This design comes from an exercise in tuning for small area on the open sky130 flow, not from production work.
Only simulation tests tie the RTL to the original design; equivalence was not proved.
Power figures rest on the tool's default switching activity, not on a simulated workload.

==> flow/design.v <==
package regfile_pkg;
    localparam int DEF_DATA_W = 32;
    localparam int DEF_ADDR_W = 5;
    localparam int DEPTH      = 2 ** DEF_ADDR_W;
    typedef logic [DEF_DATA_W-1:0] word_t;
    localparam bit ZERO_REG_EN = 1'b0;
endpackage
module regfile_read_port #(
    parameter int DATA_W = regfile_pkg::DEF_DATA_W,
    parameter int NREG   = regfile_pkg::DEPTH
) (
    input  logic [NREG*DATA_W-1:0] regs,
    input  logic [NREG-1:0]        sel,
    output logic [DATA_W-1:0]      data
);
    genvar gb, gg;
    generate
        for (gb = 0; gb < DATA_W; gb++) begin : g_bit
            logic [10:0] grp_n;
            logic [2:0]  part;
            for (gg = 0; gg < 10; gg++) begin : g_grp
                rf_aoi222 u_aoi (
                    .a1(sel[3*gg]),     .a2(regs[(3*gg)*DATA_W + gb]),
                    .b1(sel[3*gg + 1]), .b2(regs[(3*gg + 1)*DATA_W + gb]),
                    .c1(sel[3*gg + 2]), .c2(regs[(3*gg + 2)*DATA_W + gb]),
                    .y (grp_n[gg])
                );
            end
            rf_aoi22 u_aoi_last (
                .a1(sel[30]), .a2(regs[30*DATA_W + gb]),
                .b1(sel[31]), .b2(regs[31*DATA_W + gb]),
                .y (grp_n[10])
            );
            rf_nand4 u_nand_0 (.a(grp_n[0]), .b(grp_n[1]), .c(grp_n[2]),  .d(grp_n[3]), .y(part[0]));
            rf_nand4 u_nand_1 (.a(grp_n[4]), .b(grp_n[5]), .c(grp_n[6]),  .d(grp_n[7]), .y(part[1]));
            rf_nand3 u_nand_2 (.a(grp_n[8]), .b(grp_n[9]), .c(grp_n[10]), .y(part[2]));
            rf_or3   u_or     (.a(part[0]),  .b(part[1]),  .c(part[2]),   .y(data[gb]));
        end
    endgenerate
endmodule
module rf_aoi222 (
    input  logic a1, a2, b1, b2, c1, c2,
    output logic y
);
    assign y = !((a1 && a2) || (b1 && b2) || (c1 && c2));
endmodule
module rf_aoi22 (
    input  logic a1, a2, b1, b2,
    output logic y
);
    assign y = !((a1 && a2) || (b1 && b2));
endmodule
module rf_nand4 (
    input  logic a, b, c, d,
    output logic y
);
    assign y = !(a && b && c && d);
endmodule
module rf_nand3 (
    input  logic a, b, c,
    output logic y
);
    assign y = !(a && b && c);
endmodule
module rf_or3 (
    input  logic a, b, c,
    output logic y
);
    assign y = a || b || c;
endmodule
module register_file #(
    parameter int DATA_W = regfile_pkg::DEF_DATA_W,
    parameter int ADDR_W = regfile_pkg::DEF_ADDR_W
) (
    input  logic              CLK,
    input  logic              RST_N,
    input  logic              LD,
    input  logic [ADDR_W-1:0] SA,
    input  logic [ADDR_W-1:0] SB,
    input  logic [ADDR_W-1:0] DR,
    input  logic [DATA_W-1:0] D_IN,
    output logic [DATA_W-1:0] DATA_A,
    output logic [DATA_W-1:0] DATA_B
);
    localparam int NREG = 2 ** ADDR_W;
    logic [NREG*DATA_W-1:0] regs;
    logic [NREG-1:0]        we;
    logic [NREG-1:0]        hold;
    logic [NREG-1:0]        valid;
    logic [NREG-1:0]        sel_a;
    logic [NREG-1:0]        sel_b;
    always_comb begin
        for (int i = 0; i < NREG; i++) begin
            we[i]    = LD && (DR == ADDR_W'(i));
            hold[i]  = !we[i];
            sel_a[i] = valid[i] && (SA == ADDR_W'(i));
            sel_b[i] = valid[i] && (SB == ADDR_W'(i));
        end
    end
    always_ff @(posedge CLK or negedge RST_N) begin
        if (!RST_N) begin
            valid <= '0;
        end else begin
            valid <= valid | we;
        end
    end
    genvar gi, gb;
    generate
        for (gi = 0; gi < NREG; gi++) begin : g_reg
            for (gb = 0; gb < DATA_W; gb++) begin : g_bit
                rf_bit u_bit (
                    .CLK (CLK),
                    .we  (we[gi]),
                    .hold(hold[gi]),
                    .d   (D_IN[gb]),
                    .q   (regs[gi*DATA_W + gb])
                );
            end
        end
    endgenerate
    regfile_read_port #(
        .DATA_W(DATA_W),
        .NREG  (NREG)
    ) u_port_a (
        .regs(regs),
        .sel (sel_a),
        .data(DATA_A)
    );
    regfile_read_port #(
        .DATA_W(DATA_W),
        .NREG  (NREG)
    ) u_port_b (
        .regs(regs),
        .sel (sel_b),
        .data(DATA_B)
    );
endmodule
module rf_bit (
    input  logic CLK,
    input  logic we,
    input  logic hold,
    input  logic d,
    output logic q
);
    always_ff @(posedge CLK) begin
        q <= (d && we) || (q && hold);
    end
endmodule
export LEC_CHECK = 0
export CAP_MARGIN = 20
export CORE_MARGIN = 2
export CORE_UTILIZATION = 40
export SLEW_MARGIN = 20
export SYNTH_HIERARCHICAL = 1
create_clock -name core_clock -period 6.0 [get_ports {CLK}]
standard.sh (not shown) runs the stock make flow with config.mk's settings and CLKGATE_MAP_FILE= SYNTH_SCRIPT=/design/flow/synth_recipe.tcl, a recipe that flattens the netlist after the stock synthesis.
==> flow/flow/run.sh <==
#!/bin/bash
# Layout flow: the standard layout (standard.sh, unchanged synthesis) with these changes:
# the port buffers use the smallest buffer cell; clock tree synthesis uses clkbuf_8 leaf
# clusters of at most 16 sinks within 50 um and no dummy loads; and after global routing
# the resizer downsizes cells off the critical paths (RECOVER_POWER).
# make's full output goes to flow_make.log.
set -euo pipefail
bash standard.sh \
    "BUFFER_PORTS_ARGS=-buffer_cell sky130_fd_sc_hd__buf_1" \
    "CTS_ARGS=-sink_clustering_enable -repair_clock_nets -dont_use_dummy_load -buf_list {sky130_fd_sc_hd__clkbuf_8} -sink_clustering_size 16 -sink_clustering_max_diameter 50" \
    "RECOVER_POWER=100" \
    finish > flow_make.log 2>&1
The baseline reached the layout checks and failed them: max-capacitance violations, max-slew violations.
Next try:
==> flow/flow/run.sh (replaced) <==
#!/bin/bash
# Layout flow: the standard layout (standard.sh, unchanged synthesis) with two changes:
# the port buffers use the smallest buffer cell, and clock tree synthesis uses clkbuf_16 leaf
# buffers over clusters of at most 24 sinks within 80 um, with no dummy loads.
# make's full output goes to flow_make.log.
set -euo pipefail
bash standard.sh \
    "BUFFER_PORTS_ARGS=-buffer_cell sky130_fd_sc_hd__buf_1" \
    "CTS_ARGS=-sink_clustering_enable -repair_clock_nets -dont_use_dummy_load -buf_list {sky130_fd_sc_hd__clkbuf_16} -sink_clustering_size 24 -sink_clustering_max_diameter 80" \
    finish > flow_make.log 2>&1
- CORE_UTILIZATION: 40 -> 50
Effect:
- With this change the flow went through all stages and came out clean
- total power is lower by 0.94%
- area after synthesis does not change
- wire length grows by 2.2%
- clock power is lower by about 4%
- clock skew does not change
- cell count is lower by 5.6%

## port drivers added, routing unchanged
How much do the figures lean on ideal ports? The routed layouts below were timed once more, with nothing changed but the port constraints.
Step 1 (the two cells are an assumption about what drives the block):
set clk [get_ports {CLK}]
set_driving_cell -lib_cell sky130_fd_sc_hd__clkbuf_16 $clk
set_driving_cell -lib_cell sky130_fd_sc_hd__buf_2 [delete_from_list [all_inputs] $clk]
Step 2 times the ports against the registers' clock, not the clock port: input delays grow and output delays shrink by t, the midpoint of the rising clock arrivals with the driver on.
Three values: ideal, step 1, step 2; two values: the first two.
run	shift t [ns]	setup WS [ns]	worst setup path after step 2	slew at the worst register clock pin (ns)
the first run	0.811	0.287 / 0.263 / 0.146	input to register	0.10 / 0.10
the second run	0.724	0.636 / 0.529 / 0.529	input to output	0.10 / 0.10
The setup slack of the first run, which loses most, moves by -0.024 ns with the drivers and by -0.141 ns with both steps.
